Background: an optimization exercise with open tools, aiming at small area and few clock cycles. Do not read the settings as production practice. In this exercise RTL edits were held to simulation tests only and were not proved equivalent to the original. No activity file was given, so power comes from the tool's default toggle rates.

<file path="design/flow/flow/run.sh">
#!/bin/bash
# The standard layout with three changes: the smallest buffer on every input
# and output port, a clock tree of small buffers in clusters without dummy
# loads, and the buffers from synthesis removed before placement rather than
# sized up.
set -euo pipefail
export BUFFER_PORTS_ARGS="-buffer_cell sky130_fd_sc_hd__buf_1"
export REMOVE_ABC_BUFFERS=1
export CTS_ARGS="-sink_clustering_enable -repair_clock_nets -dont_use_dummy_load -buf_list sky130_fd_sc_hd__clkbuf_4 -sink_clustering_size 12 -sink_clustering_max_diameter 40"
bash standard.sh > standard.log 2>&1
</file>
<file path="design/flow/standard.sh">
#!/bin/bash
# synth_recipe.tcl (not shown) runs the flow's synth.tcl, then flattens the netlist and writes it again
# the make line also repeats each setting of config.mk as NAME=value (left out here)
make -C /OpenROAD-flow-scripts/flow DESIGN_CONFIG=/design/flow/config.mk WORK_HOME=/design/flow/orfs CLKGATE_MAP_FILE= SYNTH_SCRIPT=/design/flow/synth_recipe.tcl "${@:-finish}"
</file>
<file path="design/flow/config.mk">
export PLATFORM = sky130hd
export DESIGN_NAME = nonogram_solver
export DESIGN_NICKNAME = nonogram_solver
export VERILOG_FILES = /design/flow/design.v
export SDC_FILE = /design/flow/constraint.sdc
export NUM_CORES = 4
export LEC_CHECK = 0
export CAP_MARGIN = 20
export CORE_MARGIN = 2
export CORE_UTILIZATION = 60
export SLEW_MARGIN = 20
export SYNTH_HIERARCHICAL = 1
</file>
<file path="design/flow/constraint.sdc">
create_clock -name core_clock -period 10.0 [get_ports {clk}]
set_input_delay 2.0000 -clock core_clock [delete_from_list [all_inputs] [get_ports {clk}]]
set_output_delay 2.0000 -clock core_clock [all_outputs]
set_load 0.01 [all_outputs]
</file>
<file path="design/flow/design.v">
package nonogram_pkg;
    localparam int MAX_DIM    = 8;
    localparam int NUM_LINES  = 2 * MAX_DIM;     
    localparam int LINE_IDX_W = 4;
    localparam int DIM_W      = 4;               
    typedef logic [MAX_DIM-1:0] pattern_t;
    typedef logic [LINE_IDX_W-1:0] line_idx_t;
    typedef logic [MAX_DIM*MAX_DIM-1:0] board_t;
    typedef struct packed {
        pattern_t known;
        pattern_t assigned;
    } line_view_t;
    typedef struct packed {
        line_idx_t line;
        pattern_t  ones;     
        pattern_t  zeros;    
    } line_update_t;
endpackage
module line_decode (
    input  logic [3:0] num_rows,
    input  logic [3:0] num_cols,
    input  logic [3:0] line,
    output logic [7:0] rsel,       
    output logic [7:0] csel,       
    output logic [7:0] row_act,
    output logic [7:0] col_act
);
    logic       is_row;
    logic [3:0] col_idx;
    assign is_row  = line < num_rows;
    assign col_idx = line - num_rows;
    always_comb begin
        for (int i = 0; i < 8; i++) begin
            row_act[i] = num_rows > i;
            col_act[i] = num_cols > i;
            rsel[i]    = is_row && line[2:0] == i;
            csel[i]    = !is_row && col_idx[2:0] == i;
        end
    end
endmodule
module board_view (
    input  logic [7:0]  rsel,
    input  logic [7:0]  csel,
    input  logic [63:0] known,
    input  logic [63:0] assigned,
    output logic [7:0]  vk,
    output logic [7:0]  va
);
    always_comb begin
        for (int i = 0; i < 8; i++) begin
            vk[i] = 1'b0;
            va[i] = 1'b0;
            for (int j = 0; j < 8; j++) begin
                vk[i] = vk[i] | (rsel[j] & known[j*8 + i])    | (csel[j] & known[i*8 + j]);
                va[i] = va[i] | (rsel[j] & assigned[j*8 + i]) | (csel[j] & assigned[i*8 + j]);
            end
        end
    end
endmodule
module board_spread (
    input  logic       upd,
    input  logic [7:0] rsel,
    input  logic [7:0] csel,
    input  logic [7:0] row_act,
    input  logic [7:0] col_act,
    input  logic [7:0] set1,
    input  logic [7:0] set0,
    output logic [7:0] ru,
    output logic [7:0] cu,
    output logic [7:0] r1,
    output logic [7:0] r0,
    output logic [7:0] c1,
    output logic [7:0] c0
);
    assign ru = {8{upd}} & rsel;
    assign cu = {8{upd}} & csel;
    assign r1 = set1 & col_act;
    assign r0 = set0 & col_act;
    assign c1 = set1 & row_act;
    assign c0 = set0 & row_act;
endmodule
module board_cells (
    input  logic        clk,
    input  logic        clr,
    input  logic [7:0]  ru,
    input  logic [7:0]  cu,
    input  logic [7:0]  r1,
    input  logic [7:0]  r0,
    input  logic [7:0]  c1,
    input  logic [7:0]  c0,
    output logic [63:0] known,
    output logic [63:0] assigned
);
    always_ff @(posedge clk) begin
        for (int r = 0; r < 8; r++) begin
            for (int c = 0; c < 8; c++) begin
                logic s1;
                logic s0;
                s1 = (ru[r] & r1[c]) | (cu[c] & c1[r]);
                s0 = (ru[r] & r0[c]) | (cu[c] & c0[r]);
                known[r*8 + c]    <= (known[r*8 + c] & !clr) | s1 | s0;
                assigned[r*8 + c] <= s1 | (assigned[r*8 + c] & !(s0 | clr));
            end
        end
    end
endmodule
module board_complete (
    input  logic [7:0]  row_act,
    input  logic [7:0]  col_act,
    input  logic [63:0] known,
    output logic        complete
);
    logic [7:0] row_done;
    always_comb begin
        for (int r = 0; r < 8; r++) begin
            row_done[r] = 1'b1;
            for (int c = 0; c < 8; c++) begin
                row_done[r] = row_done[r] & (known[r*8 + c] | !col_act[c]);
            end
        end
    end
    assign complete = &(row_done | ~row_act);
endmodule
module board_state (
    input  logic          clk,
    input  logic          clr,
    input  logic [3:0]    num_rows,
    input  logic [3:0]    num_cols,
    input  logic [3:0]    line,
    input  logic          upd,
    input  logic [7:0]    set1,
    input  logic [7:0]    set0,
    output logic [7:0]    vk,
    output logic [7:0]    va,
    output logic [63:0]   known,
    output logic [63:0]   assigned,
    output logic          complete
);
    logic [7:0] rsel;
    logic [7:0] csel;
    logic [7:0] row_act;
    logic [7:0] col_act;
    logic [7:0] ru;
    logic [7:0] cu;
    logic [7:0] r1;
    logic [7:0] r0;
    logic [7:0] c1;
    logic [7:0] c0;
    line_decode u_decode (
        .num_rows (num_rows),
        .num_cols (num_cols),
        .line     (line),
        .rsel     (rsel),
        .csel     (csel),
        .row_act  (row_act),
        .col_act  (col_act)
    );
    board_view u_view (
        .rsel     (rsel),
        .csel     (csel),
        .known    (known),
        .assigned (assigned),
        .vk       (vk),
        .va       (va)
    );
    board_spread u_spread (
        .upd     (upd),
        .rsel    (rsel),
        .csel    (csel),
        .row_act (row_act),
        .col_act (col_act),
        .set1    (set1),
        .set0    (set0),
        .ru      (ru),
        .cu      (cu),
        .r1      (r1),
        .r0      (r0),
        .c1      (c1),
        .c0      (c0)
    );
    board_cells u_cells (
        .clk      (clk),
        .clr      (clr),
        .ru       (ru),
        .cu       (cu),
        .r1       (r1),
        .r0       (r0),
        .c1       (c1),
        .c0       (c0),
        .known    (known),
        .assigned (assigned)
    );
    board_complete u_complete (
        .row_act  (row_act),
        .col_act  (col_act),
        .known    (known),
        .complete (complete)
    );
endmodule
module count_table (
    input  logic          clk,
    input  logic          start,
    input  logic [111:0]  counts,
    input  logic [3:0]    line,
    input  logic          dec,
    output logic [6:0]    count
);
    logic [15:0][6:0] tab;
    logic [6:0]       wd;
    logic [15:0]      en;
    assign count = tab[line];
    assign wd    = count - 1'b1;
    always_comb begin
        for (int i = 0; i < 16; i++) begin
            en[i] = start || (dec && line == i);
        end
    end
    always_ff @(posedge clk) begin
        for (int i = 0; i < 16; i++) begin
            if (en[i]) begin
                tab[i] <= start ? counts[i*7 +: 7] : wd;
            end
        end
    end
endmodule
module nonogram_solver (
    input  logic          clk,
    input  logic          rst,
    input  logic          start,
    input  logic [3:0]    num_rows,
    input  logic [3:0]    num_cols,
    input  logic [111:0]  counts,        
    input  logic [7:0]    in_word,
    input  logic          in_valid,
    output logic          in_ready,
    output logic [7:0]    out_word,
    output logic          out_valid,
    input  logic          out_ready,
    output logic [63:0]   known,
    output logic [63:0]   assigned,
    output logic          solved
);
    logic        run;         
    logic        fresh;       
    logic [6:0]  left;        
    logic [3:0]  cur_line;
    logic [7:0]  ones_acc;
    logic [7:0]  zeros_acc;
    logic [6:0]  ct_rd;
    logic [6:0]  rem;
    logic        is_hdr;
    logic        sgl;
    logic        complete;
    logic        stop;
    logic        in_fire;
    logic        clash;
    logic        fold;
    logic        keep;
    logic        last;
    logic        push;
    logic [7:0]  vk;
    logic [7:0]  va;
    assign rem    = fresh ? ct_rd : left;
    assign is_hdr = (rem == '0);
    assign sgl    = fresh && (ct_rd == 1);
    assign stop     = is_hdr && complete;
    assign solved   = run && stop;
    assign in_ready = run && !start && !stop && (!out_valid || out_ready);
    assign in_fire  = in_valid && in_ready;
    assign clash = |((in_word ^ va) & vk);
    assign fold  = sgl || !clash;
    assign keep  = !sgl && !clash;
    assign last  = in_fire && !is_hdr && (rem == 1);
    assign push  = in_fire && (is_hdr || keep);
    logic [7:0] ones_new;
    logic [7:0] zeros_new;
    logic [7:0] set1;
    logic [7:0] set0;
    assign ones_new  = ones_acc  & (fold ? in_word  : 8'hff);
    assign zeros_new = zeros_acc & (fold ? ~in_word : 8'hff);
    assign set1      = ones_new & ~zeros_new;
    assign set0      = zeros_new & ~ones_new;
    always_ff @(posedge clk) begin
        if (rst) begin
            run       <= 1'b0;
            out_valid <= 1'b0;
        end else begin
            if (start) begin
                run <= 1'b1;
            end
            if (push) begin
                out_valid <= 1'b1;
            end else if (out_ready) begin
                out_valid <= 1'b0;
            end
        end
        if (push) begin
            out_word <= in_word;
        end
        if (start) begin
            fresh <= 1'b0;
            left  <= '0;
        end else if (in_fire) begin
            fresh <= is_hdr;
            if (!is_hdr) begin
                left <= rem - 1'b1;
            end
        end
        if (in_fire) begin
            if (is_hdr) begin
                cur_line  <= in_word[3:0];
                ones_acc  <= '1;
                zeros_acc <= '1;
            end else begin
                ones_acc  <= ones_new;
                zeros_acc <= zeros_new;
            end
        end
    end
    count_table u_counts (
        .clk    (clk),
        .start  (start),
        .counts (counts),
        .line   (cur_line),
        .dec    (in_fire && !is_hdr && !keep),
        .count  (ct_rd)
    );
    board_state u_board (
        .clk      (clk),
        .clr      (rst || start),
        .num_rows (num_rows),
        .num_cols (num_cols),
        .line     (cur_line),
        .upd      (last && !rst),
        .set1     (set1),
        .set0     (set0),
        .vk       (vk),
        .va       (va),
        .known    (known),
        .assigned (assigned),
        .complete (complete)
    );
endmodule
</file>
==> reports/qor.csv, run 1 <==
metric,value,unit
Post-Route WL,63200,um
Post-CTS Resized,0,
H-tree depth,2,
RSZ-0062 raised after global routing,no,
# DRC,0,
1st-iter DRT viols,2155,
Post-synth EDFFs,140,
clk_skew,95.5,ps
Vert. Die Dim,169,um
CTS hold repair buffers,0,
Synth Warn #,12,
Vias,15300,
leakage power figure,6.66,nW
DR vias/cell,7.19,
ys async rst share,0,
Worst-Margin Slew,1110,ps
IO Port Bufs,271,
CP max FO,8,
aggregate global-route resource usage,0.432,
final setup fails,0,
Core Region,0.0269,mm2
filler instances,2236,
period utilisation layout,0.722,
CP startpoint,num_cols[3],
die area,0.0286,mm2
largest family of logic cells by synthesized area,compound AO/OA/AOI/OAI gates,
WP data required,8000,ps
routed len/inst,29.7,um
Cell Rows,60,
crit path capture type,output port,
most frequent cells in the layout,"270 x buf_1, 198 x a22oi_1, 140 x edfxtp_1, 138 x dfxtp_1, 86 x nand3_1",
ys flop type,edfxtp_1,
Clock Sinks,278,
outcome,finished clean,
dpl hpwl,44500,um
adder-cell area share of the yosys netlist,0.00658,
register area share after synthesis,0.426,
first-pass GRT wire length,91500,um
IO Pins,272,
worst-skew pair later-pin latency,690,ps
total CTS buffers,40,
Die Wd,169,um
DP Worst Slack,2580,ps
fmax,0.139,GHz
initial core utilization,0.608,
worst min path class,reg2reg,
CP arrival,5220,ps
crit path time final,7220,ps
maximum VDD drop,97.4,uV
CTS max path bufs,3,
Synth Register Bits,278,
final hold viol count,0,
TNS Setup,0,ps
Post-Synth Simple-Gate Area,0.167,
"most common cell after layout, fill and taps aside",buf_1,
Cells after Synth,1608,
number of global-route vias before repair,14500,
max-slew violations,0,
share of cells above drive strength 1,0.119,
Final Worst Setup Slack,2780,ps
Rel. slew slack,0.259,
critical path type,in2out,
mux cell area share after synthesis,0.0476,
Post-Synth XOR/XNOR Area,0.00643,
syn_area_per_cell,10.2,um2
Worst R2R Start,cur_line[0],
gp weighted congestion,1.04,
"Reg clk slew, reported paths",110,ps
hold path startpoint,left[6],
Pwr Density,126,mW/mm2
compound-cell area share of the yosys netlist,0.269,
global route total overflow,0,
Max Cap Viol,0,
Area Overhead vs Synth,6.62,%
DRT Pass-1 Iters,9,
Root Driver,clkbuf_4,
Layout Utilization,0.649,
largest net degree at the start of global routing,85,
CP Launch Type,primary input,
final net count,1931,
Post-Syn Area,0.0164,mm2
Yosys cell types,79,
initial antenna violation count,1,
CTS tree,built,
"antenna viol nets, final",0,
postcts setup bufs,0,
[cell usage after synthesis (all sizes together) (9+ instances only)]
library cell,number,area (um2)
nand3,87,440
a221oi,33,302
nand4,21,131
and2,51,334
clkbuf,71,280
o22ai,33,213
nand2,56,210
o21ai,39,195
a31oi,28,238
and4,16,140
a21bo,64,641
a21o,37,279
dfxtp,138,2760
edfxtp,140,4200
o31ai,20,155
nand2b,71,444
a22oi,214,1690
xor2,9,78.8
a22o,21,190
a211oi,12,100
and3,10,72.6
mux4,31,698
nor2,56,213
buf,94,717
inv,69,259
nor2b,66,413
a21oi,35,179
[cell families (layout without fill, tap and decap cells)]
logic type,count (synthesis),after routing
compound gates,562,562
xor+xnor,12,12
fa+ha+maj,8,8
buf+inv,234,414
flops,278,278
mux,39,39
other cells,0,1
simple gates,475,475
[critical path, stage by stage]
cell	delay, ps
buf_1	190
or3_4	470
or2_1	260
inv_2	200
o22ai_1	130
o41ai_1	580
nand4_1	480
nor2_1	520
and3_1	240
buf_1	160
[flip-flops by register name, summed over array words and instances (netlist names), 4 cells and up]
name and flops:
u_counts.tab 112, u_board.u_cells.assigned 64, u_board.u_cells.known 64, ones_acc 8
out_word 8, zeros_acc 8, left 7, cur_line 4
[power by group]
part | leakage (nW) | internal (mW) | switching, mW | total, mW
registers | 2.46 | 1.27 | 0.0183 | 1.29
clock network | 0.184 | 0.183 | 0.371 | 0.554
logic | 4.01 | 0.123 | 0.237 | 0.360
[layer usage]
metal  part of all wire  GRT usage  wire [um]  up-vias
met3               0.12      0.106       7780      320
li1                   -          -          -     6493
met2               0.44      0.685      28100     1238
met4              0.083      0.293       5220        0
met5                  0          0          0        -
met1               0.35      0.524      22100     7272
[final cells by class]
class | count | area, um2 | share of cell area
multi-input cells | 1096 | 8200 | 0.471
flip-flops and latches | 278 | 6970 | 0.400
repair buffers | 305 | 1280 | 0.0732
well taps | 341 | 427 | 0.0245
clock buffers | 40 | 300 | 0.0172
inverters | 69 | 259 | 0.0149
diodes | 1 | 2.50 | 0.000144
[through the flow]
step | power (mW) | cells | cell area [um2] | hold WS, ps
3_5_place_dp | 1.66 | 2089 | 17100 | 457
5_1_grt | 2.27 | 2130 | 17400 | 500
2_1_floorplan | 1.51 | 1443 | 15400 | 430
6_report | 2.20 | 2130 | 17400 | 469
4_1_cts | 2.19 | 2129 | 17400 | 473
3_3_place_gp | 1.65 | 2088 | 17100 | 443
[modules after synthesis (local to each module, per instance), excerpt]
module / times used / cells inside
board_cells: 1 / 590
count_table: 1 / 451
nonogram_solver: 1 / 223
board_view: 1 / 188
line_decode: 1 / 56
board_spread: 1 / 49
board_complete: 1 / 51
[worst paths after layout]
kind / end / slack (ps) / cells past startpoint
setup / recovery: solved / 2780 / 10
hold / removal: left[6] / 470 / 2
setup reg to reg: u_board.u_cells.known[52] / 4080 / 19
hold reg to reg: left[6] / 470 / 2
Testbench counts, summed over its fixed seeds: cycles 95,857.
==> inputs of run 2 (changes only) <==
==> design/flow/flow/run.sh (replaced) <==
#!/bin/bash
# The standard layout with two changes: the smallest buffer on every input
# and output port, and a clock tree of small buffers in clusters without dummy
# loads.
set -euo pipefail
export BUFFER_PORTS_ARGS="-buffer_cell sky130_fd_sc_hd__buf_1"
export CTS_ARGS="-sink_clustering_enable -repair_clock_nets -dont_use_dummy_load -buf_list sky130_fd_sc_hd__clkbuf_4 -sink_clustering_size 10 -sink_clustering_max_diameter 30"
bash standard.sh > standard.log 2>&1
--- a/design/flow/config.mk
+++ b/design/flow/config.mk
@@ -8,5 +8,6 @@
 export CAP_MARGIN = 20
 export CORE_MARGIN = 2
 export CORE_UTILIZATION = 60
+export GPL_TIMING_DRIVEN = 0
 export SLEW_MARGIN = 20
 export SYNTH_HIERARCHICAL = 1
==> run 2 against run 1 <==
Combinational power up 7.5%. Global-route usage increased by 7.8 points. Worst setup slack worse by 830 ps. Flip-flop and latch count did not move. Clock skew is 52 ps higher. Sequential share of layout area down 2.0 points. Critical path type is now in2reg. Clock-buffer cell count is 16 higher. Critical endpoint is now u_board.u_cells.assigned[20]. Area after synthesis unchanged. Clock power up 19%. Final area increased by 5.2%. Routed wire length up 17%. Sequential power is essentially flat.
==> reports/qor.csv, run 2 <==
metric,value,unit,change
outcome,finished clean,,
final net count,2089,,+8.2%
Pwr Density,127,mW/mm2,+0.94%
filler instances,2066,,-7.6%
crit path capture type,register,,
crit path time final,8050,ps,+833 ps
Worst-Margin Slew,1230,ps,+126 ps
first-pass GRT wire length,106000,um,+16%
Vias,16800,,+9.6%
worst-skew pair later-pin latency,790,ps,+100 ps
CP arrival,8610,ps,+3390 ps
Vert. Die Dim,169,um,unchanged
1st-iter DRT viols,2559,,+19%
most frequent cells in the layout,"290 x buf_1, 198 x a22oi_1, 140 x edfxtp_1, 138 x dfxtp_1, 86 x nand3_1",,
final hold viol count,0,,unchanged
aggregate global-route resource usage,0.510,,+0.0780
"Reg clk slew, reported paths",70,ps,-40 ps
number of global-route vias before repair,16200,,+12%
CTS hold repair buffers,0,,unchanged
"count leader, synth",a22oi_1,,
Cell Rows,60,,unchanged
die area,0.0286,mm2,unchanged
DRT Pass-1 Iters,7,,-2
FF-to-FF setup slack,2730,ps,-1350 ps
Rel. slew slack,0.177,,-0.0821
clk_skew,147,ps,+51.9 ps
Hold Slack,472,ps,+3.29 ps
Post-Route WL,73800,um,+17%
# DRC,0,,unchanged
worst min path class,reg2reg,,
CTS tree,built,,
postcts setup bufs,0,,unchanged
Root Driver,clkbuf_4,,
gp weighted congestion,1.09,,+5.0%
H-tree depth,2,,unchanged
Area Overhead vs Synth,12.2,%,
global route total overflow,0,,unchanged
dpl hpwl,53700,um,+21%
Max Cap Viol,0,,unchanged
synth top area cells,"edfxtp_1 26%, dfxtp_1 17%, a22oi_1 9.1%, mux4_2 4.3%, a21bo_1 2.8%",,
area share of the largest cell type after synthesis,0.257,,unchanged
CP Cell Sequence,buf_1 > ha_1 > fa_1 > nand2b_1 > a21oi_2 > nor4_1 > clkbuf_2 > a22oi_1 > and4_1 > nand4_1 > xor2_1 > a22o_1 > a221oi_2 > nand3_2 > and3_1 > a211oi_1 > and2_1 > buf_1 > a22oi_1 > a21bo_2,,
Die Wd,169,um,unchanged
Crit path largest cell delay,910,ps,+330 ps
DR vias/cell,7.33,,+1.9%
period utilisation layout,0.805,,+0.0833
ys async rst share,0,,unchanged
total CTS buffers,56,,+40%
IO Pins,272,,unchanged
Bufs and invs on worst path,3,,unchanged
WL met1,24800,um,+12%
Met2 Wirelength,31300,um,+11%
largest net degree at the start of global routing,18,,-79%
CTS max path bufs,3,,unchanged
Synth area leader,edfxtp_1,,
Post-Syn Area,0.0164,mm2,unchanged
ys flop type,edfxtp_1,,
Synth Register Bits,278,,unchanged
biggest regs,"u_counts.tab x112, u_board.u_cells.assigned x64, u_board.u_cells.known x64",,
Post-synth EDFFs,140,,unchanged
max FFs per register,112,,unchanged
largest register by flop count,u_counts.tab,,
commonest cells in the netlist,"198 x a22oi_1, 140 x edfxtp_1, 138 x dfxtp_1, 86 x nand3_1, 71 x nand2b_1",,
initial core utilization,0.608,,unchanged
Clock Sinks,278,,unchanged
IO Port Bufs,271,,unchanged
Post-CTS Resized,0,,unchanged
leakage power figure,7.14,nW,+7.3%
critical path type,in2reg,,
CP Launch Type,primary input,,
CP max stage cell,buf_1,,
Cells after Synth,1608,,unchanged
initial antenna violation count,2,,+1
RSZ-0062 raised after global routing,no,,
register area share after synthesis,0.426,,unchanged
CP max FO,9,,+1
share of cells above drive strength 1,0.146,,+0.0273
Yosys cell types,79,,unchanged
top sig layer,met5,,
"most common cell after layout, fill and taps aside",buf_1,,
Crit path max-delay family,compound AO/OA/AOI/OAI gates,,
maximum VDD drop,105,uV,+7.8%
syn_area_per_cell,10.2,um2,unchanged
"antenna viol nets, final",0,,unchanged
fmax,0.124,GHz,-10%
WP data required,10560,ps,+2560 ps
Core Region,0.0269,mm2,unchanged
Synth Warn #,12,,unchanged
met3 routed WL,10300,um,+32%
TNS Setup,0,ps,unchanged
routed len/inst,32.2,um,+8.5%
final setup fails,0,,unchanged
max-slew violations,0,,unchanged
## run 2: cell types whose count changed in the layout (fill, tap and decap cells not counted), moves of 2 or more
cell	previous run	this run
buf_1	270	290
nor3_1	3	6
buf_6	0	38
buf_2	0	28
nor4_2	4	1
clkbuf_4	41	56
o21ai_0	32	29
o21ai_1	7	10
clkbuf_2	0	11
clkbuf_1	0	60
buf_4	34	18
buf_8	0	2
nor3_2	5	2
nor4_1	1	4
## run 2: final timing paths
path	to	from	cells past startpoint
hold / removal	left[6]	left[6]	2
setup reg to reg	u_board.u_cells.assigned[20]	cur_line[0]	20
setup / recovery	u_board.u_cells.assigned[20]	num_rows[0]	20
hold reg to reg	left[6]	left[6]	2
## run 2: final cells by class
type	count	area, um2	share of cell area
clock buffer	56	420	0.0229
timing repair buffer	282	1100	0.0602
buffer	165	997	0.0544
sequential	278	6970	0.380
inverter	69	259	0.0141
multi-input combinational	1096	8160	0.445
tap	341	427	0.0233
antenna	2	5.00	0.000273
## run 2: cell families (layout without fill, tap and decap cells)
kind of cell	after synthesis	after routing	share of synthesized area
compound gates	562	562	0.269
mux	39	39	0.0476
flops	278	278	0.426
fa+ha+maj	8	8	0.00658
other cells	0	2	0
simple gates	475	475	0.167
buf+inv	234	572	0.0768
xor+xnor	12	12	0.00643
## run 2: where the power goes
group	internal [mW]	total, mW	switching [mW]
sequential	1.27	1.29	0.0182
clock	0.253	0.662	0.409
combinational	0.132	0.387	0.256
## run 2: layer usage
layer,vias up,global-route usage
met4,2,0.397
met3,480,0.179
met5,-,0
met2,1617,0.766
li1,6805,-
met1,7883,0.598
## run 2: through the flow
stage	util	area, um2	power, mW	instances	worst slack [ps]
after floorplan	-	16400	1.54	1608	4090
after global placement	0.662	17800	1.66	2220	1300
after detailed placement	0.666	17900	1.68	2230	2060
after CTS	0.682	18300	2.31	2286	2760
after global routing	0.682	18300	2.40	2289	1980
final	0.682	18300	2.34	2289	1950
## run 2: modules after synthesis (local to each module, per instance), excerpt
module	area [um2]	flip-flops and latches	cells inside	times used
board_complete	317	0	51	1
board_view	1390	0	188	1
board_cells	5900	128	590	1
line_decode	370	0	56	1
nonogram_solver	2200	38	223	1
board_spread	327	0	49	1
count_table	5850	112	451	1
## run 2: worst min-delay path, delay by kind of cell (launching register included)
family | cells | cell delay, ps
AND/OR/NAND/NOR | 1 | 50
flip-flops | 1 | 310
AO/OA/AOI/OAI | 1 | 60
==> inputs of run 3 (changes only) <==
--- a/design/flow/config.mk
+++ b/design/flow/config.mk
@@ -7,7 +7,7 @@
 export LEC_CHECK = 0
 export CAP_MARGIN = 20
 export CORE_MARGIN = 2
-export CORE_UTILIZATION = 60
+export CORE_UTILIZATION = 40
 export GPL_TIMING_DRIVEN = 0
 export SLEW_MARGIN = 20
 export SYNTH_HIERARCHICAL = 1
==> run 3 against run 2 <==
Still clean on timing, DRC and antenna. Final area up 1.9%. First-iteration DRC count down 20%. Maximum frequency up 4.6%. Die area up 49%. Combinational power up 1%. Power up 3.0%. Via count down 3.9%. Largest cell class unchanged. Largest power group unchanged. Highest routed layer unchanged.
==> reports/qor.csv, run 3 <==
metric,value,unit,change
outcome,finished clean,,
Vert. Die Dim,206,um,+22%
first-pass GRT wire length,110000,um,+3.6%
final net count,2104,,+0.72%
Area Overhead vs Synth,14.3,%,
final setup fails,0,,unchanged
Bufs and invs on worst path,4,,+1
worst-skew pair later-pin latency,790,ps,about the same
Synth Warn #,12,,unchanged
leakage power figure,7.21,nW,+0.98%
gp weighted congestion,1.04,,-4.1%
CP Launch Type,primary input,,
Worst-Margin Slew,1140,ps,-97.7 ps
Synth area leader,edfxtp_1,,
"count leader, synth",a22oi_1,,
TNS Setup,0,ps,unchanged
Post-Syn Area,0.0164,mm2,unchanged
"Reg clk slew, reported paths",80,ps,about the same
Cell Rows,74,,+23%
# DRC,0,,unchanged
"Top cell by count, worst path",a22oi_1,,
CP arrival,8360,ps,-250 ps
largest net degree at the start of global routing,11,,-7
max-slew violations,0,,unchanged
1st-iter DRT viols,2058,,-20%
RR Endpoint,u_board.u_cells.assigned[23],,
Vias,16100,,-3.9%
multi-input logic area,0.00816,mm2,about the same
number of global-route vias before repair,15500,,-4.0%
ys flop type,edfxtp_1,,
area share of the largest cell type after synthesis,0.257,,unchanged
DRT Pass-1 Iters,7,,unchanged
FF-to-FF setup slack,3060,ps,+330 ps
Post-synth EDFFs,140,,unchanged
Core Region,0.0406,mm2,+51%
syn_area_per_cell,10.2,um2,unchanged
FF+latch area,0.00697,mm2,unchanged
WP data required,10670,ps,+110 ps
hold path startpoint,left[6],,
DP Worst Slack,1940,ps,-124 ps
Yosys cell types,79,,unchanged
die area,0.0425,mm2,+49%
post-route cell area,0.0187,mm2,+1.9%
most frequent cells in the layout,"290 x buf_1, 198 x a22oi_1, 140 x edfxtp_1, 138 x dfxtp_1, 86 x nand3_1",,
maximum VDD drop,73.1,uV,-30%
Cells after Synth,1608,,unchanged
Crit path max-delay family,buffers and inverters,,
Reg2Reg Depth,19,,-5.0%
Clock Sinks,278,,unchanged
overall power,2.41,mW,+3.0%
global route total overflow,0,,unchanged
crit path time final,7700,ps,-356 ps
hold path depth,2,,unchanged
routed len/inst,31.4,um,-2.5%
Die Wd,206,um,+22%
Hold Crit Endpoint,left[6],,
commonest cells in the netlist,"198 x a22oi_1, 140 x edfxtp_1, 138 x dfxtp_1, 86 x nand3_1, 71 x nand2b_1",,
postcts setup bufs,0,,unchanged
CP max FO,10,,+1
CTS max path bufs,3,,unchanged
CP max stage cell,a311oi_1,,
max FFs per register,112,,unchanged
total CTS buffers,68,,+21%
"most common cell after layout, fill and taps aside",buf_1,,
Synth Register Bits,278,,unchanged
Final Worst Setup Slack,2300,ps,+356 ps
filler instances,4001,,+94%
fmax,0.130,GHz,+4.6%
share of cells above drive strength 1,0.153,,+0.00704
clk_skew,113,ps,-33.9 ps
biggest regs,"u_counts.tab x112, u_board.u_cells.assigned x64, u_board.u_cells.known x64",,
crit path capture type,register,,
IO Pins,272,,unchanged
"antenna viol nets, final",0,,unchanged
DR vias/cell,6.47,,-12%
CP Cell Sequence,buf_1 > ha_1 > fa_1 > xor2_1 > or2_1 > nor3_2 > clkbuf_1 > a22oi_1 > nand4_1 > xor2_1 > a22oi_1 > nand3_2 > buf_2 > a21oi_1 > a311oi_1 > and2_1 > clkbuf_1 > a22oi_1 > a21bo_2,,
dpl cell area,0.0182,mm2,+1.5%
aggregate global-route resource usage,0.367,,-0.143
dpl hpwl,59000,um,+9.9%
Worst path depth,19,,-5.0%
final hold viol count,0,,unchanged
H-tree depth,3,,+1
critical path type,in2reg,,
placed insts,2425,,+8.7%
Post-CTS Resized,0,,unchanged
CTS hold repair buffers,0,,unchanged
initial antenna violation count,3,,+1
"non-filler cells, final",2494,,+9.0%
Max Cap Viol,0,,unchanged
Root Driver,clkbuf_4,,
Post-Route WL,78400,um,+6.2%
worst min path class,reg2reg,,
ys async rst share,0,,unchanged
IO Port Bufs,271,,unchanged
synth top area cells,"edfxtp_1 26%, dfxtp_1 17%, a22oi_1 9.1%, mux4_2 4.3%, a21bo_1 2.8%",,
Worst R2R Start,cur_line[0],,
largest register by flop count,u_counts.tab,,
Rel. slew slack,0.242,,+0.0651
register area share after synthesis,0.426,,unchanged
initial core utilization,0.403,,-0.205
period utilisation layout,0.770,,-0.0356
CTS tree,built,,
RSZ-0062 raised after global routing,no,,
Crit path largest cell delay,800,ps,-110 ps
Pwr Density,129,mW/mm2,+1.1%
## run 3: cell types whose count changed in the layout (fill, tap and decap cells not counted)
cell | previous run | this run
nor3_1 | 6 | 5
diode_2 | 2 | 1
buf_6 | 38 | 37
nor3_2 | 2 | 3
buf_4 | 18 | 22
clkbuf_4 | 56 | 68
## run 3: layer usage
layer,track usage,vias to the layer above,share of wire
li1,-,6827,-
met1,0.476,7808,0.39
met2,0.554,1231,0.43
met3,0.103,262,0.12
met4,0.200,4,0.058
met5,0,-,0.00029
## run 3: kinds of logic after synthesis
kind of cell	synth area share
compound gates	0.269
mux	0.0476
fa+ha+maj	0.00658
xor+xnor	0.00643
simple gates	0.167
buf+inv	0.0768
flops	0.426
## run 3: tightest hold or removal path: stages, from the launching register on
cell,delay [ps]
dfxtp_1,310
nand2_1,50
a21oi_1,50
## run 3: report_power, final
group          leakage (nW)  internal [mW]  switching [mW]
Sequential             2.46           1.27          0.0167
Clock                 0.313          0.309           0.420
Combinational          4.44          0.132           0.260
Total                  7.21           1.71           0.696
## run 3: worst max-delay path by stage
stage                      startpoint                            to  slack, ps
after floorplan           num_rows[0]              u_counts.tab[56]       4090
after global placement    num_rows[0]              u_counts.tab[56]       1330
final                     num_rows[0]  u_board.u_cells.assigned[23]       2300
after detailed placement  num_rows[0]  u_board.u_cells.assigned[23]       1940
after CTS                 num_rows[0]  u_board.u_cells.assigned[31]       2730
after global routing      num_rows[0]  u_board.u_cells.assigned[31]       2360
## run 3: final cells by class
type	instances	area share
multi-input cells	1096	0.437
plain buffers	165	0.0534
clock buffers	68	0.0273
repair buffers	285	0.0601
flip-flops and latches	278	0.373
inverters	69	0.0139
diodes	1	0.000134
well taps	532	0.0356
## run 3: Yosys stat by module, one instance, submodules excluded, excerpt
module,cell area [um2],cells inside,flops+latches,copies in the design
board_view,1390,188,0,1
line_decode,370,56,0,1
board_spread,327,49,0,1
count_table,5850,451,112,1
board_complete,317,51,0,1
board_cells,5900,590,128,1
nonogram_solver,2200,223,38,1
## run 3: through the flow
step | hold WS (ps) | utilization
after floorplan | 436 | -
after global placement | 446 | 0.445
after detailed placement | 451 | 0.448
after CTS | 461 | 0.461
after global routing | 483 | 0.461
final | 462 | 0.461
==> inputs of run 4 (changes only) <==
==> design/flow/flow/run.sh (replaced) <==
#!/bin/bash
# The standard layout with three changes: the smallest buffer on every input
# and output port; logic gates that synthesis sized up swapped back to their
# smallest size before placement (downsize.tcl), leaving placement's repair to
# size up what the layout needs; and a clock tree of small buffers in small
# clusters without dummy loads.
set -euo pipefail
export BUFFER_PORTS_ARGS="-buffer_cell sky130_fd_sc_hd__buf_1"
export CTS_ARGS="-sink_clustering_enable -repair_clock_nets -dont_use_dummy_load -buf_list sky130_fd_sc_hd__clkbuf_4 -sink_clustering_size 10 -sink_clustering_max_diameter 25"
bash standard.sh floorplan > standard_floorplan.log 2>&1
RES=orfs/results/$FLOW_PLATFORM/nonogram_solver/base PLATFORM_DIR=$FLOW_HOME/platforms/$FLOW_PLATFORM \
    openroad -no_init -exit flow/downsize.tcl > downsize.log 2>&1
bash standard.sh finish > standard.log 2>&1
==> design/flow/flow/downsize.tcl (new file) <==
# Swap every logic gate that synthesis sized up for the weakest cell with the
# same function and pins, where that cell is smaller; placement's repair then
# sizes up only what the layout needs. Flip-flops, buffers and inverters are
# left alone.
set res $::env(RES)
read_liberty $::env(PLATFORM_DIR)/lib/sky130_fd_sc_hd__tt_025C_1v80.lib
read_db $res/2_floorplan.odb
set n 0
foreach inst [get_cells *] {
  set m [get_property $inst ref_name]
  if {![regexp {^(sky130_fd_sc_hd__([a-z0-9]+))_([0-9]+)$} $m -> base func drive]} { continue }
  if {$drive <= 1} { continue }
  if {[regexp {^(buf|clkbuf|inv|clkinv|bufinv|dfxtp|edfxtp|dfrtp|dfstp|dfbbp|dfxbp|sdf|sedf|dlx|dlclkp|conb|tap|fill|decap|diode|clkdly|dlygate|dlymetal)} $func]} { continue }
  foreach d {1 0} {
    set cand [get_lib_cells -quiet ${base}_$d]
    if {[llength $cand] && [get_property $cand area] < [get_property [get_lib_cells $m] area]} {
      replace_cell $inst $cand
      incr n
      break
    }
  }
}
puts "downsized $n gates"
write_db $res/2_floorplan.odb
--- a/design/flow/config.mk
+++ b/design/flow/config.mk
@@ -7,7 +7,6 @@
 export LEC_CHECK = 0
 export CAP_MARGIN = 20
 export CORE_MARGIN = 2
-export CORE_UTILIZATION = 40
-export GPL_TIMING_DRIVEN = 0
+export CORE_UTILIZATION = 60
 export SLEW_MARGIN = 20
 export SYNTH_HIERARCHICAL = 1
==> run 4 against run 3 <==
Power is 1.3% lower. Worst setup slack worse by 240 ps. First-iteration DRC count is 16% higher. Sequential share of layout area is 2.7 points higher. Final area is 6.7% lower. Combinational power is 11% lower. Final cell count is 13% lower. Maximum frequency is 3.0% lower. Critical path depth is 1 lower. Synthesized cell count stayed put. Clock-buffer cell count is 6 higher. Routed wire length is 19% lower.
==> reports/qor.csv, run 4 <==
metric,value,unit,change
period utilisation layout,0.793,,+0.0237
fmax,0.126,GHz,-3.0%
most frequent cells in the layout,"270 x buf_1, 214 x a22oi_1, 140 x edfxtp_1, 138 x dfxtp_1, 87 x nand3_1",,
FF+latch area,0.00697,mm2,unchanged
commonest cells in the netlist,"198 x a22oi_1, 140 x edfxtp_1, 138 x dfxtp_1, 86 x nand3_1, 71 x nand2b_1",,
number of global-route vias before repair,14800,,-4.8%
initial antenna violation count,3,,unchanged
max FFs per register,112,,unchanged
dpl hpwl,44800,um,-24%
1st-iter DRT viols,2379,,+16%
Yosys cell types,79,,unchanged
clk_skew,124,ps,+10.5 ps
"count leader, synth",a22oi_1,,
maximum VDD drop,104,uV,+42%
"antenna viol nets, final",0,,unchanged
initial core utilization,0.608,,+0.205
hold path startpoint,left[6],,
aggregate global-route resource usage,0.443,,+0.0754
# DRC,0,,unchanged
Clock Sinks,278,,unchanged
Bufs and invs on worst path,2,,-2
register area share after synthesis,0.426,,unchanged
Crit path largest cell delay,740,ps,-60 ps
"Reg clk slew, reported paths",60,ps,-20 ps
Area Overhead vs Synth,6.68,%,
Pwr Density,136,mW/mm2,+5.7%
dpl cell area,0.0169,mm2,-7.2%
Synth area leader,edfxtp_1,,
critical path type,in2reg,,
final setup fails,0,,unchanged
CP Cell Sequence,buf_1 > ha_1 > fa_1 > nand2b_1 > a21oi_1 > nor3_2 > buf_4 > a22oi_1 > and4_1 > nand4_1 > xor2_1 > a22oi_1 > nand3_1 > nand2_1 > a211oi_1 > and2_1 > a22oi_1 > a21bo_1,,
ys flop type,edfxtp_1,,
postcts setup bufs,0,,unchanged
Cells after Synth,1608,,unchanged
Max Cap Viol,0,,unchanged
CTS hold repair buffers,0,,unchanged
CTS max path bufs,3,,unchanged
area share of the largest cell type after synthesis,0.257,,unchanged
gp weighted congestion,1.05,,+1.1%
total CTS buffers,74,,+8.8%
Synth Register Bits,278,,unchanged
Vias,15600,,-3.1%
Die Wd,169,um,-18%
Worst R2R Start,cur_line[0],,
CP startpoint,num_rows[0],,
RSZ-0062 raised after global routing,no,,
WP data required,10490,ps,-180 ps
"Top cell by count, worst path",a22oi_1,,
share of cells above drive strength 1,0.102,,-0.0511
Post-Syn Area,0.0164,mm2,unchanged
Post-CTS Resized,0,,unchanged
Rel. slew slack,0.310,,+0.0675
first-pass GRT wire length,93000,um,-15%
CTS tree,built,,
outcome,finished clean,,
biggest regs,"u_counts.tab x112, u_board.u_cells.assigned x64, u_board.u_cells.known x64",,
die area,0.0286,mm2,-33%
Worst-Margin Slew,1030,ps,-105 ps
post-route cell area,0.0174,mm2,-6.7%
DRT Pass-1 Iters,6,,-1
CP max FO,27,,+17
final hold viol count,0,,unchanged
Vert. Die Dim,169,um,-18%
Root Driver,clkbuf_4,,
global route total overflow,0,,unchanged
"most common cell after layout, fill and taps aside",buf_1,,
Cell Rows,60,,-19%
CP Launch Type,primary input,,
Core Region,0.0269,mm2,-34%
Crit path max-delay family,simple AND/OR/NAND/NOR gates,,
CP max stage cell,and2_1,,
largest net degree at the start of global routing,107,,+96
worst-skew pair later-pin latency,720,ps,-70 ps
IO Pins,272,,unchanged
H-tree depth,3,,unchanged
Post-synth EDFFs,140,,unchanged
worst min path class,reg2reg,,
multi-input logic area,0.00792,mm2,-3.0%
crit path capture type,register,,
Post-Route WL,63600,um,-19%
largest register by flop count,u_counts.tab,,
synth top area cells,"edfxtp_1 26%, dfxtp_1 17%, a22oi_1 9.1%, mux4_2 4.3%, a21bo_1 2.8%",,
CP arrival,8430,ps,+70 ps
max-slew violations,0,,unchanged
TNS Setup,0,ps,unchanged
crit path time final,7930,ps,+237 ps
leakage power figure,6.78,nW,-5.9%
Synth Warn #,12,,unchanged
final net count,1969,,-6.4%
syn_area_per_cell,10.2,um2,unchanged
IO Port Bufs,271,,unchanged
DR vias/cell,7.20,,+11%
routed len/inst,29.3,um,-6.7%
ys async rst share,0,,unchanged
filler instances,2238,,-44%
## run 4: changes by cell type in the layout (fill, tap and decap cells not counted), moves of 8 or more
cell,previous run,this run
buf_2,28,0
buf_4,22,37
a22oi_2,16,0
a22oi_1,198,214
buf_1,290,270
buf_6,37,0
clkbuf_2,11,0
and2_2,12,0
clkbuf_1,60,0
clkbuf_4,68,76
a31oi_1,18,28
and2_1,39,51
a31oi_2,10,0
## run 4: per-module statistics from Yosys (local to each module, per instance), a selection
module	times used	cells inside
board_complete	1	51
board_spread	1	49
nonogram_solver	1	223
board_view	1	188
line_decode	1	56
board_cells	1	590
count_table	1	451
## run 4: cell type report
cell class                      count  area share
Antenna cell                        3    0.000430
Clock buffer                       74      0.0318
Inverter                           69      0.0148
Multi-Input combinational cell   1096       0.454
Sequential cell                   278       0.399
Tap cell                          341      0.0245
Timing Repair Buffer              309      0.0749
## run 4: worst register-to-register path, cell delays in order (launching register included)
cell and delay [ps]:
edfxtp_1 330, buf_4 550, inv_1 370, ha_1 280, fa_1 390, nand2b_1 160
a21oi_1 710, nor3_2 80, buf_4 250, a22oi_1 590, and4_1 290, nand4_1 190
xor2_1 260, a22oi_1 100, nand3_1 700, nand2_1 710, a211oi_1 430, and2_1 740
a22oi_1 210, a21bo_1 230
## run 4: final timing paths
path,slack [ps],endpoint,cells after the start
max,2070,u_board.u_cells.assigned[35],18
max reg2reg,2270,u_board.u_cells.assigned[35],19
min,460,left[6],2
min reg2reg,460,left[6],2
## run 4: logic make-up (layout without fill, tap and decap cells)
kind of cell    Yosys count  after routing  share of synthesized area
compound gates          562            562                      0.269
simple gates            475            475                      0.167
flops                   278            278                      0.426
buf+inv                 234            452                     0.0768
mux                      39             39                     0.0476
xor+xnor                 12             12                    0.00643
fa+ha+maj                 8              8                    0.00658
other cells               0              3                          0
## run 4: layer usage
layer,share of wire,global-route usage,routed length [um]
met5,0.00042,0,27
met4,0.083,0.311,5280
met3,0.13,0.146,8480
met2,0.43,0.662,27400
met1,0.35,0.542,22500
## run 4: power by group
| group | switching [mW] | leakage (nW) | internal, mW | total [mW] |
|---|---|---|---|---|
| clock network | 0.406 | 0.340 | 0.334 | 0.740 |
| registers | 0.0177 | 2.46 | 1.27 | 1.29 |
| logic | 0.228 | 3.98 | 0.119 | 0.347 |
## run 4: per-stage QoR
| step | setup slack [ps] | util | total power, mW | std cells | hold WS, ps |
|---|---|---|---|---|---|
| after global routing | 1840 | 0.649 | 2.46 | 2169 | 472 |
| after detailed placement | 1880 | 0.627 | 1.64 | 2092 | 446 |
| after CTS | 2530 | 0.648 | 2.37 | 2166 | 454 |
| final | 2070 | 0.649 | 2.37 | 2170 | 458 |
| after floorplan | 4090 | - | 1.54 | 1608 | 436 |
| after global placement | 1810 | 0.627 | 1.63 | 2091 | 442 |
==> inputs of run 5 (changes only) <==
--- a/design/flow/flow/run.sh
+++ b/design/flow/flow/run.sh
@@ -6,7 +6,7 @@
 # clusters without dummy loads.
 set -euo pipefail
 export BUFFER_PORTS_ARGS="-buffer_cell sky130_fd_sc_hd__buf_1"
-export CTS_ARGS="-sink_clustering_enable -repair_clock_nets -dont_use_dummy_load -buf_list sky130_fd_sc_hd__clkbuf_4 -sink_clustering_size 10 -sink_clustering_max_diameter 25"
+export CTS_ARGS="-sink_clustering_enable -repair_clock_nets -dont_use_dummy_load -buf_list sky130_fd_sc_hd__clkbuf_8 -sink_clustering_size 16 -sink_clustering_max_diameter 35"
 bash standard.sh floorplan > standard_floorplan.log 2>&1
 RES=orfs/results/$FLOW_PLATFORM/nonogram_solver/base PLATFORM_DIR=$FLOW_HOME/platforms/$FLOW_PLATFORM \
     openroad -no_init -exit flow/downsize.tcl > downsize.log 2>&1
==> run 5 against run 4 <==
Via count fell by 0.85%. Clock-buffer cell count decreased by 25. Worst setup slack better by 11 ps. Non-clock buffer count unchanged. Clock power rose by 14%. Combinational power hardly changed. Flip-flop and latch count stayed put. Routed wire length shrank 0.48%. Area after synthesis did not move. Sequential share of layout area shrank 0.24 points. Power up 4.3%. Die area is the same. Largest cell class unchanged. Largest power group unchanged.
==> reports/qor.csv, run 5 <==
metric,value,unit,change
outcome,finished clean,,
gp weighted congestion,1.05,,unchanged
Yosys cell types,79,,unchanged
dpl cell area,0.0169,mm2,unchanged
ys async rst share,0,,unchanged
commonest cells in the netlist,"198 x a22oi_1, 140 x edfxtp_1, 138 x dfxtp_1, 86 x nand3_1, 71 x nand2b_1",,
Root Driver,clkbuf_8,,
TNS Setup,0,ps,unchanged
CP arrival,8360,ps,-70 ps
CTS tree,built,,
die area,0.0286,mm2,unchanged
DP Worst Slack,1880,ps,unchanged
final setup fails,0,,unchanged
WP data required,10440,ps,-50 ps
aggregate global-route resource usage,0.438,,-0.00446
Rel. slew slack,0.304,,-0.00605
CTS hold repair buffers,0,,unchanged
# DRC,0,,unchanged
placed insts,2092,,unchanged
RSZ-0062 raised after global routing,no,,
overall power,2.48,mW,+4.3%
Final Worst Setup Slack,2080,ps,+10.5 ps
initial core utilization,0.608,,unchanged
total CTS buffers,49,,-34%
Die Wd,169,um,unchanged
Cells after Synth,1608,,unchanged
first-pass GRT wire length,92400,um,-0.60%
post-route cell area,0.0176,mm2,+0.61%
Post-Route WL,63300,um,-0.48%
Synth Warn #,12,,unchanged
1st-iter DRT viols,2425,,+1.9%
final hold viol count,0,,unchanged
fmax,0.126,GHz,+0.13%
"non-filler cells, final",2143,,-1.2%
share of cells above drive strength 1,0.0894,,-0.0130
leakage power figure,6.79,nW,+0.11%
Post-CTS Resized,0,,unchanged
initial antenna violation count,2,,-1
CP Launch Type,primary input,,
worst min path class,reg2reg,,
CTS max path bufs,3,,unchanged
routed len/inst,29.5,um,+0.77%
register area share after synthesis,0.426,,unchanged
crit path capture type,register,,
Synth area leader,edfxtp_1,,
maximum VDD drop,103,uV,-0.77%
syn_area_per_cell,10.2,um2,unchanged
clk_skew,68.4,ps,-55.6 ps
FF+latch area,0.00697,mm2,unchanged
max-slew violations,0,,unchanged
biggest regs,"u_counts.tab x112, u_board.u_cells.assigned x64, u_board.u_cells.known x64",,
Max Cap Viol,0,,unchanged
postcts setup bufs,0,,unchanged
Vert. Die Dim,169,um,unchanged
"count leader, synth",a22oi_1,,
DRT Pass-1 Iters,9,,+3
dpl hpwl,44800,um,unchanged
Clock Sinks,278,,unchanged
Area Overhead vs Synth,7.33,%,
Pwr Density,141,mW/mm2,+3.7%
CP max FO,27,,unchanged
"most common cell after layout, fill and taps aside",buf_1,,
critical path type,in2reg,,
Worst-Margin Slew,1040,ps,+9.04 ps
worst-skew pair later-pin latency,590,ps,-130 ps
Cell Rows,60,,unchanged
Layout Utilization,0.653,,+0.00396
Post-synth EDFFs,140,,unchanged
IO Pins,272,,unchanged
max FFs per register,112,,unchanged
largest net degree at the start of global routing,107,,unchanged
most frequent cells in the layout,"270 x buf_1, 214 x a22oi_1, 140 x edfxtp_1, 138 x dfxtp_1, 87 x nand3_1",,
"Reg clk slew, reported paths",50,ps,about the same
number of global-route vias before repair,14500,,-1.6%
DR vias/cell,7.23,,+0.40%
Synth Register Bits,278,,unchanged
H-tree depth,2,,-1
synth top area cells,"edfxtp_1 26%, dfxtp_1 17%, a22oi_1 9.1%, mux4_2 4.3%, a21bo_1 2.8%",,
Hold Slack,456,ps,-1.73 ps
Post-Syn Area,0.0164,mm2,unchanged
"antenna viol nets, final",0,,unchanged
ys flop type,edfxtp_1,,
IO Port Bufs,271,,unchanged
crit path time final,7920,ps,-10.6 ps
Vias,15500,,-0.85%
final net count,1944,,-1.3%
filler instances,2193,,-2.0%
global route total overflow,0,,unchanged
largest register by flop count,u_counts.tab,,
multi-input logic area,0.00792,mm2,about the same
period utilisation layout,0.792,,-0.00106
Core Region,0.0269,mm2,unchanged
area share of the largest cell type after synthesis,0.257,,unchanged
-- run 5: cell counts after synthesis --
Identical to the previous run, type by type.
-- run 5: path summary, 6_finish.rpt --
check             depth (start not counted)   startpoint  slack (ps)                      endpoint
setup / recovery                         19  num_rows[0]        2080  u_board.u_cells.assigned[33]
setup reg to reg                         20  cur_line[0]        2380  u_board.u_cells.assigned[33]
hold reg to reg                           2      left[6]         460                       left[6]
hold / removal                            2      left[6]         460                       left[6]
-- run 5: cell families (layout without fill, tap and decap cells) --
logic type | count (synthesis) | in the layout | synth area share
AND/OR/NAND/NOR | 475 | 475 | 0.167
other | 0 | 1 | 0
adder cells (fa/ha/maj) | 8 | 8 | 0.00658
multiplexers | 39 | 39 | 0.0476
AO/OA/AOI/OAI | 562 | 562 | 0.269
XOR/XNOR | 12 | 12 | 0.00643
flip-flops | 278 | 278 | 0.426
buffers and inverters | 234 | 427 | 0.0768
-- run 5: layout make-up --
class,count,share of cell area
diodes,1,0.000143
multi-input cells,1096,0.451
flip-flops and latches,278,0.397
repair buffers,309,0.0744
inverters,69,0.0148
clock buffers,49,0.0384
well taps,341,0.0243
-- run 5: per-layer routing --
metal	GRT usage	vias up	wire, um
met2	0.668	1346	27400
met4	0.282	0	4970
li1	-	6502	-
met3	0.126	369	8410
met1	0.548	7274	22500
met5	0	-	0
-- run 5: power breakdown --
group          internal, mW  switching, mW  total [mW]  leakage, nW
combinational         0.118          0.227       0.346         3.98
clock                 0.428          0.414       0.842        0.352
sequential             1.27         0.0178        1.29         2.46
total                  1.82          0.660        2.48         6.79
-- run 5: worst max-delay path, stage by stage --
cell and delay [ps]:
buf_1 150, ha_1 240, fa_1 390, nand2b_1 160
a21oi_1 730, nor4b_2 110, buf_4 260, a22o_1 260
a221oi_1 290, nand4_1 170, xor2_1 340, a22o_1 180
a221oi_1 50, nand3_1 720, nand2_1 680, a211oi_1 450
and2_1 710, a22oi_1 220, a21bo_1 220
-- run 5: per-module statistics from Yosys, one instance, submodules excluded, excerpt --
| module | area, um2 | cells inside |
|---|---|---|
| board_spread | 327 | 49 |
| board_cells | 5900 | 590 |
| board_complete | 317 | 51 |
| board_view | 1390 | 188 |
| nonogram_solver | 2200 | 223 |
| count_table | 5850 | 451 |
| line_decode | 370 | 56 |
==> inputs of run 6 (changes only) <==
--- a/design/flow/flow/run.sh
+++ b/design/flow/flow/run.sh
@@ -6,7 +6,7 @@
 # clusters without dummy loads.
 set -euo pipefail
 export BUFFER_PORTS_ARGS="-buffer_cell sky130_fd_sc_hd__buf_1"
-export CTS_ARGS="-sink_clustering_enable -repair_clock_nets -dont_use_dummy_load -buf_list sky130_fd_sc_hd__clkbuf_8 -sink_clustering_size 16 -sink_clustering_max_diameter 35"
+export CTS_ARGS="-sink_clustering_enable -repair_clock_nets -dont_use_dummy_load -buf_list sky130_fd_sc_hd__clkbuf_4 -sink_clustering_size 12 -sink_clustering_max_diameter 35"
 bash standard.sh floorplan > standard_floorplan.log 2>&1
 RES=orfs/results/$FLOW_PLATFORM/nonogram_solver/base PLATFORM_DIR=$FLOW_HOME/platforms/$FLOW_PLATFORM \
     openroad -no_init -exit flow/downsize.tcl > downsize.log 2>&1
==> run 6 against run 5 <==
Core utilization fell by 1.1 points. Final area fell by 1.7%. Sequential share of layout area is 0.68 points higher. Clock-buffer cell count did not move. Worst hold slack got worse by 1.1 ps. Final cell count about the same. Critical path type unchanged. Largest cell class unchanged. Largest power group unchanged.
==> reports/qor.csv, run 6 <==
metric,value,unit,change
outcome,finished clean,,
ys async rst share,0,,unchanged
Post-synth EDFFs,140,,unchanged
leakage power figure,6.67,nW,-1.8%
Synth Register Bits,278,,unchanged
Synth Warn #,12,,unchanged
DRT Pass-1 Iters,7,,-2
period utilisation layout,0.789,,-0.00325
TNS Setup,0,ps,unchanged
largest net degree at the start of global routing,107,,unchanged
final hold viol count,0,,unchanged
Pint,1.61,mW,-11%
crit path time final,7890,ps,-32.5 ps
critical path type,in2reg,,
"antenna viol nets, final",0,,unchanged
final net count,1944,,unchanged
die area,0.0286,mm2,unchanged
Post-Syn Area,0.0164,mm2,unchanged
CP arrival,8480,ps,+120 ps
Root Driver,clkbuf_4,,
aggregate global-route resource usage,0.441,,+0.00243
overall power,2.24,mW,-9.6%
Worst-Margin Slew,1040,ps,-1.56 ps
Reg2Reg Depth,20,,unchanged
biggest regs,"u_counts.tab x112, u_board.u_cells.assigned x64, u_board.u_cells.known x64",,
routed len/inst,29.5,um,about the same
final setup fails,0,,unchanged
worst-skew pair later-pin latency,720,ps,+130 ps
area share of the largest cell type after synthesis,0.257,,unchanged
Post-CTS Resized,0,,unchanged
"most common cell after layout, fill and taps aside",buf_1,,
Core Region,0.0269,mm2,unchanged
Cell Rows,60,,unchanged
syn_area_per_cell,10.2,um2,unchanged
CTS hold repair buffers,0,,unchanged
largest register by flop count,u_counts.tab,,
fmax,0.127,GHz,+0.41%
Vias,15500,,-0.071%
Sw Share,0.282,,+0.0152
Rel. slew slack,0.305,,+0.00105
initial antenna violation count,4,,+2
gp weighted congestion,1.05,,unchanged
CTS max path bufs,3,,unchanged
CP Launch Type,primary input,,
Die Wd,169,um,unchanged
"count leader, synth",a22oi_1,,
dpl hpwl,44800,um,unchanged
hold path startpoint,left[6],,
Area Overhead vs Synth,5.53,%,
crit path capture type,register,,
CP Cell Sequence,buf_1 > ha_1 > fa_1 > nand2b_1 > a21oi_1 > nor3_2 > buf_4 > a22oi_1 > and4_1 > nand4_1 > xor2_1 > a22o_1 > a221oi_1 > nand3_1 > nand2_1 > a211oi_1 > and2_1 > a22oi_1 > nand3_1,,
Post-Route WL,63300,um,about the same
dpl cell area,0.0169,mm2,unchanged
commonest cells in the netlist,"198 x a22oi_1, 140 x edfxtp_1, 138 x dfxtp_1, 86 x nand3_1, 71 x nand2b_1",,
WP data required,10590,ps,+150 ps
initial core utilization,0.608,,unchanged
FF-to-FF setup slack,2290,ps,-90 ps
filler instances,2226,,+1.5%
CP max stage cell,nand2_1,,
number of global-route vias before repair,14500,,-0.0069%
RR Endpoint,u_board.u_cells.known[33],,
IO Pins,272,,unchanged
clk_skew,71.9,ps,+3.54 ps
Yosys cell types,79,,unchanged
postcts setup bufs,0,,unchanged
RSZ-0062 raised after global routing,no,,
worst min path class,reg2reg,,
max-slew violations,0,,unchanged
1st-iter DRT viols,2482,,+2.4%
synth top area cells,"edfxtp_1 26%, dfxtp_1 17%, a22oi_1 9.1%, mux4_2 4.3%, a21bo_1 2.8%",,
ys flop type,edfxtp_1,,
Flop pwr share,0.574,,+0.054
maximum VDD drop,106,uV,+3.2%
Max Cap Viol,0,,unchanged
hold path depth,2,,unchanged
most frequent cells in the layout,"270 x buf_1, 214 x a22oi_1, 140 x edfxtp_1, 138 x dfxtp_1, 87 x nand3_1",,
register area share after synthesis,0.426,,unchanged
Cells after Synth,1608,,unchanged
Hold Crit Endpoint,left[6],,
Logic pwr share,0.155,,+0.015
Synth area leader,edfxtp_1,,
# DRC,0,,unchanged
post-route cell area,0.0173,mm2,-1.7%
total CTS buffers,49,,unchanged
Vert. Die Dim,169,um,unchanged
Worst R2R Start,cur_line[0],,
CP max FO,27,,unchanged
global route total overflow,0,,unchanged
CTS tree,built,,
IO Port Bufs,271,,unchanged
first-pass GRT wire length,92800,um,+0.43%
"Reg clk slew, reported paths",80,ps,+30 ps
Crit path largest cell delay,880,ps,+150 ps
share of cells above drive strength 1,0.0900,,+0.000555
DR vias/cell,7.22,,-0.16%
H-tree depth,2,,unchanged
Pwr Density,130,mW/mm2,-8.1%
max FFs per register,112,,unchanged
Clock Sinks,278,,unchanged
Net Sw Power,0.630,mW,-4.5%
Clock Power Share,0.271,,-0.069
[run 6: cell counts after synthesis]
Identical to the previous run, type by type.
[run 6: worst max-delay path by stage]
stage | to | startpoint | slack [ps] | depth (start not counted)
after CTS | u_board.u_cells.assigned[33] | num_rows[0] | 2600 | 19
after global placement | u_counts.tab[36] | num_rows[0] | 1810 | 18
after floorplan | u_counts.tab[56] | num_rows[0] | 4090 | 18
final | u_board.u_cells.known[33] | num_rows[0] | 2110 | 19
after detailed placement | u_board.u_cells.known[33] | num_rows[0] | 1880 | 19
after global routing | u_board.u_cells.known[34] | num_rows[0] | 1900 | 19
[run 6: per-module statistics from Yosys (local to each module, per instance), excerpt]
module           area [um2]  cells inside  flip-flops and latches  copies in the design
nonogram_solver        2200           223                      38                     1
board_view             1390           188                       0                     1
board_complete          317            51                       0                     1
line_decode             370            56                       0                     1
board_spread            327            49                       0                     1
board_cells            5900           590                     128                     1
count_table            5850           451                     112                     1
[run 6: worst max-delay path, delay by kind of cell]
kind	cells	cell delay, ps
adder cells (fa/ha/maj)	2	630
XOR/XNOR	1	200
buffers and inverters	2	400
AND/OR/NAND/NOR	8	2930
AO/OA/AOI/OAI	6	2290
[run 6: logic make-up after synthesis]
kind of cell               synth area share
adders and majority gates           0.00658
muxes                                0.0476
xor gates and xnor gates            0.00643
buffers and inverters                0.0768
DFF                                   0.426
and+or+nand+nor                       0.167
AOI/OAI and AO/OA                     0.269
[run 6: metal layers]
metal | GRT usage | wire length [um] | vias up | part of all wire
met5 | 0 | 0 | - | 0
met4 | 0.276 | 4690 | 0 | 0.074
li1 | - | - | 6509 | -
met3 | 0.140 | 8580 | 348 | 0.14
met1 | 0.546 | 22200 | 7303 | 0.35
met2 | 0.671 | 27800 | 1320 | 0.44
[run 6: stage by stage]
stage / setup slack [ps] / hold WS (ps) / util / instances
2_1_floorplan: 4090 / 436 / - / 1608
3_3_place_gp: 1810 / 442 / 0.627 / 2091
3_5_place_dp: 1880 / 446 / 0.627 / 2092
4_1_cts: 2600 / 456 / 0.641 / 2141
5_1_grt: 1900 / 474 / 0.642 / 2143
6_report: 2110 / 455 / 0.642 / 2145
[run 6: area by class of cell]
cell class,count,area (um2),area share
Clock buffer,49,368,0.0213
Sequential cell,278,6970,0.404
Inverter,69,259,0.0150
Timing Repair Buffer,309,1310,0.0757
Antenna cell,3,7.51,0.000435
Tap cell,341,427,0.0247
Multi-Input combinational cell,1096,7920,0.459
[run 6: power groups by stage]
stage	sequential [mW]	clock (mW)	combinational, mW
after CTS	1.28	0.612	0.334
after global placement	1.31	0	0.325
after global routing	1.29	0.658	0.369
final	1.29	0.607	0.346
after floorplan	1.30	0	0.233
after detailed placement	1.31	0	0.333

port drivers added, routing unchanged:
No port has a modelled driver above. Below, the same layouts with a new extraction and two added sets of constraints. Step 1 assumes that a clkbuf_16 drives the clock port and a buf_2 every other input. Step 2 moves the port delays by t, midway between the first and last clock arrival at a register: inputs arrive t later, outputs are due t later. That takes back most of the time a late clock gives input paths. Three values: ideal, step 1, step 2; two values: the first two.
run	t, ns	slack for setup (ns)	worst setup path at the end
run 1	0.692	2.781 / 2.759 / 2.325	input to register
run 2	0.769	1.948 / 1.977 / 1.207	input to register
run 3	0.786	2.304 / 2.339 / 1.553	input to register
run 4	0.706	2.067 / 2.075 / 1.369	input to register
run 5	0.601	2.077 / 2.082 / 1.480	input to register
run 6	0.734	2.110 / 2.115 / 1.381	input to register
After both steps every run listed still meets setup and hold. For run 3, which loses most, drivers alone change the setup slack by +0.035 ns; drivers and shift together by -0.751 ns.
